This is an optimization exercise on Yosys and OpenROAD, whose aim is a short achievable clock period and few clock cycles, not a production implementation. Power and IR drop assume default switching activity.

==> flow/design.v <==
package cpu_pkg;
    localparam int XLEN  = 32;
    localparam int REG_W = 5;
    typedef logic [XLEN-1:0]  word_t;
    typedef logic [REG_W-1:0] reg_id_t;
    localparam word_t RESET_PC = '0;
    localparam logic [5:0] OP_RTYPE = 6'b000000;
    localparam logic [5:0] OP_ADDI  = 6'b001000;
    localparam logic [5:0] OP_LW    = 6'b100011;
    localparam logic [5:0] OP_SW    = 6'b101011;
    localparam logic [5:0] OP_BEQ   = 6'b000100;
    localparam logic [5:0] FUNC_ADD = 6'b100000;
    localparam logic [5:0] FUNC_SUB = 6'b100010;
    localparam logic [5:0] FUNC_AND = 6'b100100;
    localparam logic [5:0] FUNC_OR  = 6'b100101;
    localparam logic [5:0] FUNC_SLT = 6'b101010;
    typedef enum logic [2:0] {
        ALU_ADD,
        ALU_SUB,
        ALU_AND,
        ALU_OR,
        ALU_SLT
    } alu_op_t;
    typedef struct packed {
        logic regwrite;
        logic memread;
        logic memwrite;
        logic memtoreg;
        logic branch;
    } ctrl_t;
    typedef struct packed {
        word_t next_pc;
        word_t instr;
    } if_id_t;
    typedef struct packed {
        ctrl_t   ctrl;
        alu_op_t alu_op;
        logic    alusrc;
        logic    regdst;
        word_t   next_pc;
        word_t   rdata_a;
        word_t   rdata_b;
        word_t   imm;
        reg_id_t rs;
        reg_id_t rt;
        reg_id_t rd;
    } id_ex_t;
    typedef struct packed {
        ctrl_t   ctrl;
        word_t   result;
        logic    zero;
        word_t   store_data;
        word_t   target;
        reg_id_t wa;
    } ex_mem_t;
endpackage
`timescale 1ns/1ps
module pipe_cpu (
    input  logic        clk,
    input  logic        rst,
    output logic [31:0] imem_addr,
    input  logic [31:0] imem_rdata,
    output logic [31:0] dmem_addr,
    output logic [31:0] dmem_wdata,
    output logic        dmem_read,
    output logic        dmem_write,
    input  logic [31:0] dmem_rdata,
    output logic [4:0]  reg_wa,
    output logic [31:0] reg_wdata,
    output logic        regwrite
);
    logic rst_q;
    always_ff @(posedge clk)
        rst_q <= rst;
    logic [9:0]  pc;
    logic        fe_wen;
    logic        fe_memread;
    logic        fe_memwrite;
    logic        fe_cbr;
    logic        fe_sel_add;
    logic        fe_sel_sub;
    logic        fe_sel_and;
    logic        fe_sel_or;
    logic        fe_sel_slt;
    logic [31:0] fe_a;
    logic [31:0] fe_b;
    logic [31:0] fe_sd;
    logic [9:0]  fe_target;
    logic [4:0]  fe_wa;
    logic        fe_fs_ld;
    logic        em_wen;
    logic        em_memread;
    logic        em_memwrite;
    logic [31:0] em_result;
    logic [31:0] em_sd;
    logic [4:0]  em_wa;
    logic        mw_wen;
    logic [4:0]  mw_wa;
    logic [31:0] mw_data;
    logic [31:0] regs [32];
    assign imem_addr = {20'd0, pc, 2'b00};
    logic [31:0] w;
    logic [5:0]  op;
    logic [5:0]  funct;
    logic [4:0]  rs;
    logic [4:0]  rt;
    logic [4:0]  rd;
    logic [31:0] imm;
    logic        is_add;
    logic        is_sub;
    logic        is_and;
    logic        is_or;
    logic        is_slt;
    logic        is_alu;
    logic        is_addi;
    logic        is_lw;
    logic        is_sw;
    logic        is_beq;
    logic        is_ubr;
    logic        is_cbr;
    logic        off_nz;
    logic        uses_rs;
    logic        uses_rt;
    logic        alusrc;
    logic [4:0]  dest;
    logic        wen;
    logic [9:0]  f_target;
    logic        stall;
    logic [31:0] a_rf;
    logic [31:0] b_rf;
    assign w     = imem_rdata;
    assign op    = w[31:26];
    assign rs    = w[25:21];
    assign rt    = w[20:16];
    assign rd    = w[15:11];
    assign funct = w[5:0];
    assign imm   = {{16{w[15]}}, w[15:0]};
    assign is_add  = op == 6'h00 && funct == 6'h20;
    assign is_sub  = op == 6'h00 && funct == 6'h22;
    assign is_and  = op == 6'h00 && funct == 6'h24;
    assign is_or   = op == 6'h00 && funct == 6'h25;
    assign is_slt  = op == 6'h00 && funct == 6'h2a;
    assign is_alu  = is_add || is_sub || is_and || is_or || is_slt;
    assign is_addi = op == 6'h08;
    assign is_lw   = op == 6'h23;
    assign is_sw   = op == 6'h2b;
    assign is_beq  = op == 6'h04;
    assign off_nz  = w[9:0] != 10'd0;
    assign is_ubr  = is_beq && rs == rt && off_nz;
    assign is_cbr  = is_beq && rs != rt && off_nz;
    assign alusrc  = is_addi || is_lw || is_sw;
    assign uses_rs = is_alu || is_addi || is_lw || is_sw || is_cbr;
    assign uses_rt = is_alu || is_cbr;
    assign dest = is_alu ? rd : rt;
    assign wen  = (is_alu || is_addi || is_lw) && dest != 5'd0;
    assign f_target = pc + 10'd1 + w[9:0];
    assign stall = fe_memread && fe_wen &&
                   ((uses_rs && fe_wa == rs) || (uses_rt && fe_wa == rt));
    logic [31:0] m_data;
    assign m_data = em_memread ? dmem_rdata : em_result;
    always_comb
    begin
        if (rs == 5'd0)
            a_rf = '0;
        else if (em_wen && em_wa == rs)
            a_rf = m_data;
        else if (mw_wen && mw_wa == rs)
            a_rf = mw_data;
        else
            a_rf = regs[rs];
        if (rt == 5'd0)
            b_rf = '0;
        else if (em_wen && em_wa == rt)
            b_rf = m_data;
        else if (mw_wen && mw_wa == rt)
            b_rf = mw_data;
        else
            b_rf = regs[rt];
    end
    logic [31:0] opa;
    logic [31:0] opb;
    logic [31:0] sum;
    logic [31:0] diff;
    logic        slt;
    logic [31:0] result;
    logic        e_taken;
    logic [31:0] sd;
    assign opa = fe_a;
    assign opb = fe_b;
    logic [31:0] pa_g [6];
    logic [31:0] pa_p [6];
    logic [31:0] ps_g [6];
    logic [31:0] ps_p [6];
    always_comb
    begin
        pa_g[0] = opa & opb;
        pa_p[0] = opa ^ opb;
        ps_g[0] = opa & ~opb;
        ps_p[0] = ~(opa ^ opb);
        ps_g[0][0] = opa[0] | ~opb[0];
        for (int l = 0; l < 5; l++)
        begin
            for (int i = 0; i < 32; i++)
            begin
                if (i >= (1 << l))
                begin
                    pa_g[l+1][i] = pa_g[l][i] | (pa_p[l][i] & pa_g[l][i - (1 << l)]);
                    pa_p[l+1][i] = pa_p[l][i] & pa_p[l][i - (1 << l)];
                    ps_g[l+1][i] = ps_g[l][i] | (ps_p[l][i] & ps_g[l][i - (1 << l)]);
                    ps_p[l+1][i] = ps_p[l][i] & ps_p[l][i - (1 << l)];
                end
                else
                begin
                    pa_g[l+1][i] = pa_g[l][i];
                    pa_p[l+1][i] = pa_p[l][i];
                    ps_g[l+1][i] = ps_g[l][i];
                    ps_p[l+1][i] = ps_p[l][i];
                end
            end
        end
        sum  = pa_p[0] ^ {pa_g[5][30:0], 1'b0};
        diff = ps_p[0] ^ {ps_g[5][30:0], 1'b1};
    end
    assign slt  = (opa[31] != opb[31]) ? opa[31] : diff[31];
    assign result = ({32{fe_sel_add}} & sum) |
                    ({32{fe_sel_sub}} & diff) |
                    ({32{fe_sel_and}} & (opa & opb)) |
                    ({32{fe_sel_or}}  & (opa | opb)) |
                    {31'd0, fe_sel_slt & slt};
    assign e_taken = fe_cbr && opa == opb;
    assign sd = fe_fs_ld ? dmem_rdata : fe_sd;
    always_ff @(posedge clk)
    begin
        if (rst_q)
            pc <= '0;
        else if (e_taken)
            pc <= fe_target;
        else if (stall)
            pc <= pc;
        else if (is_ubr)
            pc <= f_target;
        else
            pc <= pc + 10'd1;
    end
    logic f_go;
    assign f_go = !stall && !e_taken;
    always_ff @(posedge clk)
    begin
        if (rst_q || !f_go)
        begin
            fe_wen      <= 1'b0;
            fe_memread  <= 1'b0;
            fe_memwrite <= 1'b0;
            fe_cbr      <= 1'b0;
        end
        else
        begin
            fe_wen      <= wen;
            fe_memread  <= is_lw;
            fe_memwrite <= is_sw;
            fe_cbr      <= is_cbr;
        end
    end
    always_ff @(posedge clk)
    begin
        fe_sel_add <= alusrc || is_add;
        fe_sel_sub <= is_sub;
        fe_sel_and <= is_and;
        fe_sel_or  <= is_or;
        fe_sel_slt <= is_slt;
        fe_a       <= (fe_wen && fe_wa == rs) ? result : a_rf;
        fe_b       <= alusrc ? imm : (fe_wen && fe_wa == rt) ? result : b_rf;
        fe_sd      <= (fe_wen && fe_wa == rt) ? result : b_rf;
        fe_target  <= f_target;
        fe_wa      <= dest;
        fe_fs_ld   <= fe_wen && fe_memread && fe_wa == rt;
    end
    always_ff @(posedge clk)
    begin
        if (rst || rst_q)
        begin
            em_wen      <= 1'b0;
            em_memread  <= 1'b0;
            em_memwrite <= 1'b0;
        end
        else
        begin
            em_wen      <= fe_wen;
            em_memread  <= fe_memread;
            em_memwrite <= fe_memwrite;
        end
    end
    always_ff @(posedge clk)
    begin
        em_result <= result;
        em_sd     <= sd;
        em_wa     <= fe_wa;
    end
    assign dmem_addr  = em_result;
    assign dmem_wdata = em_sd;
    assign dmem_read  = em_memread;
    assign dmem_write = em_memwrite;
    always_ff @(posedge clk)
    begin
        if (rst || rst_q)
            mw_wen <= 1'b0;
        else
            mw_wen <= em_wen;
    end
    always_ff @(posedge clk)
    begin
        mw_wa   <= em_wa;
        mw_data <= m_data;
    end
    assign reg_wa    = mw_wa;
    assign reg_wdata = mw_data;
    assign regwrite  = mw_wen;
    always_ff @(posedge clk)
    begin
        if (rst_q)
        begin
            for (int i = 0; i < 32; i++)
                regs[i] <= '0;
        end
        else if (mw_wen)
        begin
            regs[mw_wa] <= mw_data;
        end
    end
endmodule
==> flow/config.mk <==
export PLATFORM = sky130hd
export DESIGN_NAME = pipe_cpu
export DESIGN_NICKNAME = pipe_cpu
export VERILOG_FILES = /design/flow/design.v
export SDC_FILE = /design/flow/constraint.sdc
export NUM_CORES = 4
export LEC_CHECK = 0
export ABC_CLOCK_PERIOD_IN_PS = 2500
export CAP_MARGIN = 20
export CORE_MARGIN = 2
export CORE_UTILIZATION = 40
export SETUP_SLACK_MARGIN = 5
export SLEW_MARGIN = 20
==> flow/constraint.sdc <==
create_clock -name core_clock -period 8.0 [get_ports {clk}]
set_input_delay 1.6000 -clock core_clock [delete_from_list [all_inputs] [get_ports {clk}]]
set_output_delay 1.6000 -clock core_clock [all_outputs]
set_load 0.01 [all_outputs]
standard.sh (not shown) runs the stock make flow with config.mk's settings and CLKGATE_MAP_FILE= SYNTH_SCRIPT=/design/flow/synth_recipe.tcl, a recipe that flattens the netlist after the stock synthesis.
==> flow/flow/run.sh <==
#!/bin/bash
# The standard layout, with the ports buffered by buf_4 cells instead of the
# cell buffer_ports picks on its own (a slow delay buffer on the outputs).
set -euo pipefail
bash standard.sh "BUFFER_PORTS_ARGS=-buffer_cell sky130_fd_sc_hd__buf_4" finish > standard.log 2>&1
The first run went through all stages and came out clean.
Then changed:
==> flow/run.sh (new file) <==
#!/bin/bash
# synth_recipe.tcl (not shown) runs the flow's synth.tcl, then flattens the netlist and writes it again
# the make line also repeats each setting of config.mk as NAME=value (left out here)
make -C /OpenROAD-flow-scripts/flow DESIGN_CONFIG=/design/flow/config.mk WORK_HOME=/design/flow/orfs CLKGATE_MAP_FILE= SYNTH_SCRIPT=/design/flow/synth_recipe.tcl finish
removed: flow/flow/run.sh
removed: flow/standard.sh
The changed run ran to the end with no violations.
Clock-buffer cell count falls by 4.
Die area stays the same.
Fmax is lower by 1.2%.
Combinational power rose by about 3%.
Non-clock buffer count increases by 49.
Cell area barely changes.
Cell count rises by 0.46%.
Core utilization stays flat.
Power stays flat.
Routed wire length fell by 0.41%.
Setup slack gets worse by 0.040 ns.
No functional check of the RTL was part of any run of this note.

-- port drivers added, routing unchanged --
The results above use ideal ports. As a check the final layouts listed here were re-extracted and re-timed, cells and wires unchanged. Step 1 assumes that a clkbuf_16 drives the clock port and a buf_2 every other input. Step 2 times the ports against the registers' clock, not the clock port: input delays grow and output delays shrink by t, the midpoint of the rising clock arrivals with the driver on. a / b / c = ideal / step 1 / step 2; a / b = the first two.
run	t (ns)	setup WS [ns]	worst setup path after step 2	worst slew at a driven data input, ns
the first run	0.871	4.678 / 4.370 / 3.499	input to register	0.56
the second run	0.895	4.638 / 4.403 / 3.508	input to register	0.38
After both steps setup and hold are still met in every run listed. The setup slack of the first run, which loses most, moves by -0.308 ns with the drivers and by -1.179 ns with both steps.
